Source: an optimization exercise on an open RTL-to-GDS flow (aim: small area, a short achievable clock period and few clock cycles per item). Production flows keep margins and buffers that such runs may drop. Only simulation tests tie the RTL to the original design; equivalence was not proved. Power and IR drop assume default switching activity.

`flow/run.sh`:
```
#!/bin/bash
# synth_recipe.tcl (not shown) runs the flow's synth.tcl, then flattens the netlist and writes it again
# the make line also repeats each setting of config.mk as NAME=value (left out here)
make -C /OpenROAD-flow-scripts/flow DESIGN_CONFIG=/design/flow/config.mk WORK_HOME=/design/flow/orfs CLKGATE_MAP_FILE= SYNTH_SCRIPT=/design/flow/synth_recipe.tcl finish
```
`flow/config.mk`:
```
export PLATFORM = sky130hd
export DESIGN_NAME = bracket_nesting_depth
export DESIGN_NICKNAME = bracket_nesting_depth
export VERILOG_FILES = /design/flow/design.v
export SDC_FILE = /design/flow/constraint.sdc
export NUM_CORES = 4
export LEC_CHECK = 0
export CAP_MARGIN = 20
export CORE_MARGIN = 2
export CORE_UTILIZATION = 40
export PLACE_DENSITY = 0.6
export SLEW_MARGIN = 20
```
`flow/constraint.sdc`:
```
create_clock -name core_clock -period 6.5 [get_ports {clock}]
set_input_delay 1.3000 -clock core_clock [delete_from_list [all_inputs] [get_ports {clock}]]
set_output_delay 1.3000 -clock core_clock [all_outputs]
set_load 0.01 [all_outputs]
```
`flow/design.v`:
```
package bnd_pkg;
   localparam int START_W = 32;
   localparam int LEN_W   = 32;
   localparam int END_W   = 33;
   localparam int DEPTH_W = 6;
   localparam logic [DEPTH_W-1:0] DEPTH_MAX = 6'd63;
   localparam int ITEM_W  = START_W + END_W + 1 + DEPTH_W + 1 + 1;
   typedef struct packed {
      logic [START_W-1:0] bracket_start;
      logic [END_W-1:0]   end_pos;
      logic               span_valid;
      logic [DEPTH_W-1:0] previous_depth;
      logic               previous_invalid;
      logic               last_of_pass;
   } item_type;
   typedef struct packed {
      logic [DEPTH_W-1:0] nesting_depth;
      logic               depth_invalid;
      logic               depth_changed;
      logic               stack_overflow;
   } result_type;
endpackage
module bnd_front (
   input  logic                         clock,
   input  logic                         reset,
   input  logic                         req_valid,
   output logic                         req_ready,
   input  logic [bnd_pkg::START_W-1:0]  req_bracket_start,
   input  logic [bnd_pkg::LEN_W-1:0]    req_span_length,
   input  logic                         req_span_valid,
   input  logic [bnd_pkg::DEPTH_W-1:0]  req_previous_depth,
   input  logic                         req_previous_invalid,
   input  logic                         req_last_of_pass,
   output logic                         out_valid,
   output bnd_pkg::item_type            out_item,
   input  logic                         out_ready
);
   logic              hold_valid_ff, hold_valid_in;
   bnd_pkg::item_type hold_ff, hold_in;
   logic              take;
   assign req_ready = !hold_valid_ff || out_ready;
   assign take = req_valid && req_ready;
   always_comb begin
      hold_valid_in = hold_valid_ff;
      hold_in = hold_ff;
      if (take) begin
         hold_valid_in = 1'b1;
         hold_in.bracket_start = req_bracket_start;
         hold_in.end_pos = {1'b0, req_bracket_start} + {1'b0, req_span_length};
         hold_in.span_valid = req_span_valid;
         hold_in.previous_depth = req_previous_depth;
         hold_in.previous_invalid = req_previous_invalid;
         hold_in.last_of_pass = req_last_of_pass;
      end else if (out_ready) begin
         hold_valid_in = 1'b0;
      end
   end
   always_ff @(posedge clock) begin
      if (reset) begin
         hold_valid_ff <= 1'b0;
      end else begin
         hold_valid_ff <= hold_valid_in;
      end
      hold_ff <= hold_in;
   end
   assign out_valid = hold_valid_ff;
   assign out_item = hold_ff;
endmodule
module bnd_queue (
   input  logic              clock,
   input  logic              reset,
   input  logic              in_valid,
   input  bnd_pkg::item_type in_item,
   output logic              in_ready,
   output logic              out_valid,
   output bnd_pkg::item_type out_item,
   input  logic              out_ready
);
   localparam int SLOTS = 2;
   logic [bnd_pkg::ITEM_W-1:0] slot_ff [SLOTS];
   logic              wr_ptr_ff, wr_ptr_in;
   logic              rd_ptr_ff, rd_ptr_in;
   logic [1:0]        fill_ff, fill_in;
   logic              push, pop;
   assign in_ready = fill_ff != 2'(SLOTS);
   assign out_valid = fill_ff != 2'd0;
   assign out_item = slot_ff[rd_ptr_ff];
   assign push = in_valid && in_ready;
   assign pop = out_valid && out_ready;
   always_comb begin
      wr_ptr_in = push ? !wr_ptr_ff : wr_ptr_ff;
      rd_ptr_in = pop ? !rd_ptr_ff : rd_ptr_ff;
      fill_in = fill_ff + 2'(push) - 2'(pop);
   end
   always_ff @(posedge clock) begin
      if (reset) begin
         wr_ptr_ff <= 1'b0;
         rd_ptr_ff <= 1'b0;
         fill_ff <= 2'd0;
      end else begin
         wr_ptr_ff <= wr_ptr_in;
         rd_ptr_ff <= rd_ptr_in;
         fill_ff <= fill_in;
      end
      if (push) begin
         slot_ff[wr_ptr_ff] <= in_item;
      end
   end
endmodule
module bnd_ram #(
   parameter int WIDTH = 33,
   parameter int DEPTH = 64
) (
   input  logic                     clock,
   input  logic                     wr_en,
   input  logic [$clog2(DEPTH)-1:0] wr_addr,
   input  logic [WIDTH-1:0]         wr_data,
   input  logic                     rd_en,
   input  logic [$clog2(DEPTH)-1:0] rd_addr,
   output logic [WIDTH-1:0]         rd_data
);
   logic [WIDTH-1:0] mem_ff [DEPTH];
   logic [WIDTH-1:0] rd_data_ff;
   always_ff @(posedge clock) begin
      if (wr_en) begin
         mem_ff[wr_addr] <= wr_data;
      end
      if (rd_en) begin
         rd_data_ff <= mem_ff[rd_addr];
      end
   end
   assign rd_data = rd_data_ff;
endmodule
module bnd_back #(
   parameter int STACK_DEPTH = 64
) (
   input  logic                clock,
   input  logic                reset,
   input  logic                in_valid,
   input  bnd_pkg::item_type   in_item,
   output logic                in_ready,
   output logic                rsp_valid,
   output bnd_pkg::result_type rsp_data,
   input  logic                rsp_ready
);
   localparam int CW = $clog2(STACK_DEPTH + 1);
   localparam int IW = $clog2(STACK_DEPTH);
   localparam int XW = (CW > bnd_pkg::DEPTH_W) ? CW : bnd_pkg::DEPTH_W;
   localparam logic ST_EXEC = 1'b0;
   localparam logic ST_LOAD = 1'b1;
   logic                  state_ff, state_in;
   logic [CW-1:0]         count_ff, count_in;
   logic [bnd_pkg::END_W-1:0] top_ff, top_in;
   logic                  out_valid_ff, out_valid_in;
   bnd_pkg::result_type   out_ff, out_in;
   logic                  out_free, full, need_pop;
   logic [CW-1:0]         cnt_m1, cnt_m2, raw_depth;
   logic [XW-1:0]         raw_x;
   logic [bnd_pkg::DEPTH_W-1:0] depth;
   logic                  wr_en, rd_en;
   logic [bnd_pkg::END_W-1:0] rd_data;
   assign out_free = !out_valid_ff || rsp_ready;
   assign full = count_ff == CW'(STACK_DEPTH);
   assign cnt_m1 = count_ff - CW'(1);
   assign cnt_m2 = count_ff - CW'(2);
   assign need_pop = (count_ff != '0) && (top_ff < {1'b0, in_item.bracket_start});
   assign raw_depth = full ? cnt_m1 : count_ff;
   assign raw_x = XW'(raw_depth);
   assign depth = (raw_x > XW'(bnd_pkg::DEPTH_MAX)) ? bnd_pkg::DEPTH_MAX
                                                   : raw_x[bnd_pkg::DEPTH_W-1:0];
   always_comb begin
      state_in = state_ff;
      count_in = count_ff;
      top_in = top_ff;
      out_valid_in = out_valid_ff && !rsp_ready;
      out_in = out_ff;
      in_ready = 1'b0;
      wr_en = 1'b0;
      rd_en = 1'b0;
      case (state_ff)
         ST_EXEC: begin
            if (in_valid) begin
               if (!in_item.span_valid) begin
                  if (out_free) begin
                     in_ready = 1'b1;
                     out_valid_in = 1'b1;
                     out_in.nesting_depth = '0;
                     out_in.depth_invalid = 1'b1;
                     out_in.depth_changed = 1'b0;
                     out_in.stack_overflow = 1'b0;
                     if (in_item.last_of_pass) begin
                        count_in = '0;
                     end
                  end
               end else if (need_pop) begin
                  count_in = cnt_m1;
                  if (count_ff > CW'(1)) begin
                     rd_en = 1'b1;
                     state_in = ST_LOAD;
                  end
               end else if (out_free) begin
                  in_ready = 1'b1;
                  out_valid_in = 1'b1;
                  out_in.nesting_depth = depth;
                  out_in.depth_invalid = 1'b0;
                  out_in.depth_changed = in_item.previous_invalid
                                         || (depth != in_item.previous_depth);
                  out_in.stack_overflow = full;
                  if (!full) begin
                     wr_en = count_ff != '0;
                     top_in = in_item.end_pos;
                     count_in = count_ff + CW'(1);
                  end
                  if (in_item.last_of_pass) begin
                     count_in = '0;
                  end
               end
            end
         end
         ST_LOAD: begin
            top_in = rd_data;
            state_in = ST_EXEC;
         end
         default: begin
            state_in = ST_EXEC;
         end
      endcase
   end
   bnd_ram #(
      .WIDTH (bnd_pkg::END_W),
      .DEPTH (STACK_DEPTH)
   ) u_stack (
      .clock   (clock),
      .wr_en   (wr_en),
      .wr_addr (cnt_m1[IW-1:0]),
      .wr_data (top_ff),
      .rd_en   (rd_en),
      .rd_addr (cnt_m2[IW-1:0]),
      .rd_data (rd_data)
   );
   always_ff @(posedge clock) begin
      if (reset) begin
         state_ff <= ST_EXEC;
         count_ff <= '0;
         out_valid_ff <= 1'b0;
      end else begin
         state_ff <= state_in;
         count_ff <= count_in;
         out_valid_ff <= out_valid_in;
      end
      top_ff <= top_in;
      out_ff <= out_in;
   end
   assign rsp_valid = out_valid_ff;
   assign rsp_data = out_ff;
endmodule
module bracket_nesting_depth (
   input  logic                         clock,
   input  logic                         reset,
   input  logic                         req_valid,
   output logic                         req_ready,
   input  logic [bnd_pkg::START_W-1:0]  req_bracket_start,
   input  logic [bnd_pkg::LEN_W-1:0]    req_span_length,
   input  logic                         req_span_valid,
   input  logic [bnd_pkg::DEPTH_W-1:0]  req_previous_depth,
   input  logic                         req_previous_invalid,
   input  logic                         req_last_of_pass,
   output logic                         rsp_valid,
   input  logic                         rsp_ready,
   output logic [bnd_pkg::DEPTH_W-1:0]  rsp_nesting_depth,
   output logic                         rsp_depth_invalid,
   output logic                         rsp_depth_changed,
   output logic                         rsp_stack_overflow
);
   localparam int STACK_DEPTH = 64;
   logic              fr_valid, fr_ready;
   bnd_pkg::item_type fr_item;
   logic              q_valid, q_ready;
   bnd_pkg::item_type q_item;
   bnd_pkg::result_type result;
   bnd_front u_front (
      .clock                (clock),
      .reset                (reset),
      .req_valid            (req_valid),
      .req_ready            (req_ready),
      .req_bracket_start    (req_bracket_start),
      .req_span_length      (req_span_length),
      .req_span_valid       (req_span_valid),
      .req_previous_depth   (req_previous_depth),
      .req_previous_invalid (req_previous_invalid),
      .req_last_of_pass     (req_last_of_pass),
      .out_valid            (fr_valid),
      .out_item             (fr_item),
      .out_ready            (fr_ready)
   );
   bnd_queue u_queue (
      .clock     (clock),
      .reset     (reset),
      .in_valid  (fr_valid),
      .in_item   (fr_item),
      .in_ready  (fr_ready),
      .out_valid (q_valid),
      .out_item  (q_item),
      .out_ready (q_ready)
   );
   bnd_back #(
      .STACK_DEPTH (STACK_DEPTH)
   ) u_back (
      .clock     (clock),
      .reset     (reset),
      .in_valid  (q_valid),
      .in_item   (q_item),
      .in_ready  (q_ready),
      .rsp_valid (rsp_valid),
      .rsp_data  (result),
      .rsp_ready (rsp_ready)
   );
   assign rsp_nesting_depth = result.nesting_depth;
   assign rsp_depth_invalid = result.depth_invalid;
   assign rsp_depth_changed = result.depth_changed;
   assign rsp_stack_overflow = result.stack_overflow;
endmodule
```
==> results.txt <==
synthesized netlist by cell type, drive strengths merged, types with 3 or more instances:
cell,count
nand4,4
clkbuf,74
o211ai,4
inv,19
mux2i,76
a21oi,45
and3,6
a21o,20
o21a,8
o31a,3
nand3,17
nor4,4
a211o,3
xor2,16
a211oi,17
ha,71
or3,5
and4,3
a2111oi,3
mux2,4
buf,111
xnor2,29
o21bai,4
a31oi,16
nor2b,18
nand2b,7
a221oi,3
nand3b,3
mux4,682
o21ai,63
nor2,113
and2,4
nand2,98
edfxtp,2409
a22o,3
nor3,12
dfxtp,15
worst min-delay path by stage:
stage                   startpoint                      to  slack [ps]  depth (start not counted)
6_report        u_front.hold_ff[0]   u_queue.slot_ff[1][0]         430                          0
5_1_grt        u_front.hold_ff[35]  u_queue.slot_ff[1][35]         460                          0
4_1_cts         u_front.hold_ff[0]   u_queue.slot_ff[0][0]         440                          0
3_5_place_dp   u_front.hold_ff[16]  u_queue.slot_ff[0][16]         430                          0
3_3_place_gp   u_front.hold_ff[23]  u_queue.slot_ff[0][23]         420                          0
2_1_floorplan   u_front.hold_ff[0]   u_queue.slot_ff[0][0]         420                          0
metal layers:
metal | share of wire [%] | wire length (µm) | GRT usage [%] | vias to the layer above
met5 | 0 | 0 | 0 | -
met1 | 44 | 95700 | 27.3 | 23222
li1 | - | - | - | 17763
met2 | 47 | 103000 | 28.4 | 1545
met3 | 7.2 | 15700 | 3.22 | 244
met4 | 1.7 | 3670 | 3.84 | 0
area by class of cell:
cell class,count,area [µm²],share of cell area [%]
clock inverters,143,1350,1.26
inverters,19,71.3,0.0666
flip-flops and latches,2424,72700,67.9
well taps,3132,3920,3.66
diodes,3,7.51,0.00701
multi-input cells,1389,20800,19.4
clock buffers,284,6090,5.68
repair buffers,238,2210,2.07
critical path, stage by stage, from the launching register on:
cell and delay [ps]:
dfxtp_4 690, mux2i_1 160, ha_1 320, o21ai_0 110
a211oi_1 260, o221ai_1 170, o21ai_1 650, a41oi_2 320
nor3_2 320, nand2_1 630, nor2_4 830, buf_4 390
cell families after synthesis:
kind of cell / Yosys count / share of synthesized area (%)
XOR/XNOR: 45 / 0.428
adder cells (fa/ha/maj): 72 / 0.969
multiplexers: 762 / 17.2
AO/OA/AOI/OAI: 208 / 1.43
buffers and inverters: 204 / 0.989
flip-flops: 2424 / 77.5
AND/OR/NAND/NOR: 302 / 1.46
through the flow:
step / hold slack [ps] / utilization, % / area (µm²) / power, µW
2_1_floorplan: 421 / - / 93700 / 22500
3_3_place_gp: 422 / 42.8 / 99600 / 24900
3_5_place_dp: 429 / 42.8 / 99600 / 25000
4_1_cts: 439 / 46.0 / 107000 / 38200
5_1_grt: 457 / 46.0 / 107000 / 39200
6_report: 432 / 46.0 / 107000 / 37900
state kept, by name, indices dropped and copies added (netlist names), named ones only:
signal and flops:
u_back.u_stack.rd_data_ff 33, u_queue.rd_ptr_ff 1, u_queue.wr_ptr_ff 1, u_back.out_valid_ff 1, u_back.state_ff 1, u_queue.fill_ff 2
u_back.out_ff 9, u_queue.slot_ff 148, u_front.hold_ff 74, u_front.hold_valid_ff 1, u_back.u_stack.mem_ff 2112, u_back.top_ff 33
u_back.count_ff 7
power by group through the flow:
stage | logic (µW) | clock network [µW] | registers (µW)
2_1_floorplan | 3040 | 0 | 19400
3_3_place_gp | 5920 | 0 | 19000
3_5_place_dp | 6000 | 0 | 19000
4_1_cts | 6010 | 13500 | 18700
5_1_grt | 6380 | 14100 | 18700
6_report | 5960 | 13300 | 18700
==> results_tabular.tex <==
\begin{tabular}{lr}
\hline
Metric & Value \\
\hline
\multicolumn{2}{l}{\textbf{Detailed routing}} \\
\quad Post-Route WL & between 200 and 250 mm \\
\quad Via/cell ratio & 5.60 \\
\quad Starting DRC count in detailed routing & 5,014 \\
\quad Length of the first detailed-routing pass in iterations & 7 \\
\quad Wirelength per Cell & about 29 µm \\
\quad Detailed-route DRC error count & 0 \\
\quad Count of antenna-violating nets left after detailed routing & 0 \\
\quad Total number of vias & 42,774 \\
\multicolumn{2}{l}{\textbf{Pwr}} \\
\quad Switching power summed over all nets & 9760 µW \\
\quad Cell Int Power & 28,100 µW \\
\quad Leakage power total & roughly 0.032 µW \\
\quad Sequential share of power & about 49\% \\
\quad Switching Fraction & 25.7\% \\
\quad Power per unit of standard cell area & roughly 350 mW/mm² \\
\quad VDD IR-drop max & 0.248 mV \\
\quad Logic pwr share & between 10\% and 20\% \\
\quad Clock group share of total power & 35.0\% \\
\multicolumn{2}{l}{\textbf{Die}} \\
\quad Die span in x & 488 µm \\
\quad Die Footprint & $\sim$0.24 mm² \\
\quad Core region area & roughly 0.23 mm² \\
\quad I/O pin count & 88 \\
\quad Number of rows in the core area & 177 \\
\quad Height of the die & 488 µm \\
\quad Initial standard-cell utilization of the core & 40.3\% \\
\multicolumn{2}{l}{\textbf{Worst setup path}} \\
\quad Kind of start point of the critical path & flop \\
\quad Worst endpoint required time & 7010 ps \\
\quad Worst flop-to-flop path endpoint & u\_back.u\_stack.mem\_ff[47][7] \\
\quad Worst R2R Setup Slack & 1250 ps \\
\quad Critical Setup Path Class & reg2reg \\
\quad CP endpoint & u\_back.u\_stack.mem\_ff[47][7] \\
\quad Signal arrival time at the worst endpoint & 5760 ps \\
\quad Worst-case reg-to-reg path depth & 11 \\
\quad Maximum fanout along the worst path & 27 \\
\quad CP endpoint kind & flop \\
\multicolumn{2}{l}{\textbf{Layout}} \\
\quad Final net count & between 4,000 and 5,000 \\
\quad Most frequent standard cell in the layout excluding fill and tap cells & edfxtp\_1 \\
\quad Commonest non-fill, non-tap cells in the layout & edfxtp\_1 (2,409), mux4\_2 (682), clkbuf\_16 (236), buf\_4 (135), nand2\_1 (98) \\
\quad Fraction of layout cells with a size suffix above 1 & 27.9\% \\
\quad Syn-to-layout area delta & 14.2\% \\
\quad Final instance count without filler cells & 7,632 \\
\quad Filler Cells Inserted & 19,032 \\
\multicolumn{2}{l}{\textbf{Synthesis}} \\
\quad Largest area contributor in the synthesized netlist & edfxtp\_1 \\
\quad Post-synthesis register bit count & 2,424 \\
\quad Most common flop cell mapped by yosys & edfxtp\_1 \\
\quad Synthesis Warnings & 4 \\
\quad EDFF count, synth & between 2,000 and 2,500 \\
\quad Post-synth ARST share & 0\% \\
\quad Cells after Synth & $\sim$4,000 \\
\quad Per-instance average area after synthesis & 23.3 µm² \\
\quad Post-Syn Area & 0.0937 mm² \\
\quad Biggest area contributors in the synthesized netlist & edfxtp\_1 (77\%), mux4\_2 (16\%), ha\_1 (0.95\%) \\
\quad Distinct cell type count after synthesis & 65 \\
\quad Share of synthesized area occupied by flip-flops and latches & 77.5\% \\
\quad Area share of the leading cell type in the synthesized netlist & roughly 77\% \\
\quad Net Count, Synth & about 4,200 \\
\multicolumn{2}{l}{\textbf{Clock network}} \\
\quad Number of post-CTS setup repair buffers & 0 \\
\quad Post-CTS sizing & 0 \\
\quad Clock insertion delay at the later pin of the skew report & around 850 ps \\
\quad Clk Tree Root Cell & clkbuf\_16 \\
\quad Total of hold buffers inserted after clock tree synthesis & 0 \\
\quad Clock-pin slew on the worst setup and hold paths & 60 ps \\
\quad TritonCTS clock tree & built \\
\quad Total CTS buffers & about 230 \\
\quad Max Root-Sink Buffers & 3 \\
\quad H-tree depth reported by CTS & 4 \\
\quad Clock net sink count & 2,424 \\
\multicolumn{2}{l}{\textbf{STA}} \\
\quad Fin Clk Skew & 33.7 ps \\
\quad Slew of the pin with the lowest slew margin & 1020 ps \\
\quad Max-slew headroom at the worst pin & 32.2\% \\
\quad Time the final worst path needs with I/O delays and setup & 5250 ps \\
\quad Slew Viols, Final & 0 \\
\quad Unrepaired setup endpoints after global routing & false \\
\quad Maximum clock frequency & around 190 MHz \\
\quad Setup violations, final & 0 \\
\quad Number of hold-slack violations in the final timing report & 0 \\
\quad Worst setup slack after layout & approximately 1200 ps \\
\quad Setup TNS after final layout & 0 ps \\
\quad Share of the clock period used by the worst path & 80.8\% \\
\multicolumn{2}{l}{\textbf{Global routing}} \\
\quad Largest net degree at the start of global routing & 125 \\
\quad Total routing usage reported by global routing & 18.3\% \\
\quad Wire length of the first global-routing pass & approximately 310 mm \\
\quad Number of global-route vias before repair & 43,224 \\
\quad Number of antenna violations at the first check in global routing & 12 \\
\quad Global-route congestion overflow total & 0 \\
\multicolumn{2}{l}{\textbf{Placed design}} \\
\quad Placed Instances & 7,201 \\
\quad Global placement routability congestion & 0.804 \\
\quad Count of buffers from port buffering & 87 \\
\quad DP Wirelength & 128 mm \\
\quad Post-Place Setup Slack & between 1000 and 1500 ps \\
\multicolumn{2}{l}{\textbf{Outcome}} \\
\quad Status & finished clean \\
\multicolumn{2}{l}{\textbf{Worst hold path}} \\
\quad Type of the worst min-delay path & reg2reg \\
\multicolumn{2}{l}{\textbf{Job}} \\
\quad Max-cap violations & 0 \\
\hline
\end{tabular}
Testbench counts, summed over its fixed seeds: cycles 36,049, items 19,279.

## separate check: timing with driven ports
In the flow no input, the clock included, has a driving cell. The finished layout below was timed again as built, in two steps.
Step 1 sets driving cells, clkbuf_16 on the clock port and buf_2 on the other inputs (assumed; they add their load-dependent delay and slew).
Step 2 adds t to the input delays and takes it off the output delays; t is the mean of the earliest and latest rising clock arrival at the registers after step 1. Input paths then give back, and output paths get back, about the clock's delay inside the block.
Slacks: ideal / step 1 / step 2; pairs: ideal / step 1.
t, ns: 0.925
slack for setup (ns): 1.247 / 1.247 / 1.247
worst register clock-pin slew, ns: 0.07 / 0.07
worst slew at a driven data input, ns: 0.06
cell pins on the clock port's net: 1
After both steps this run still meets setup and hold. For this run, drivers alone change the setup slack by 0.000 ns; drivers and shift together by 0.000 ns.
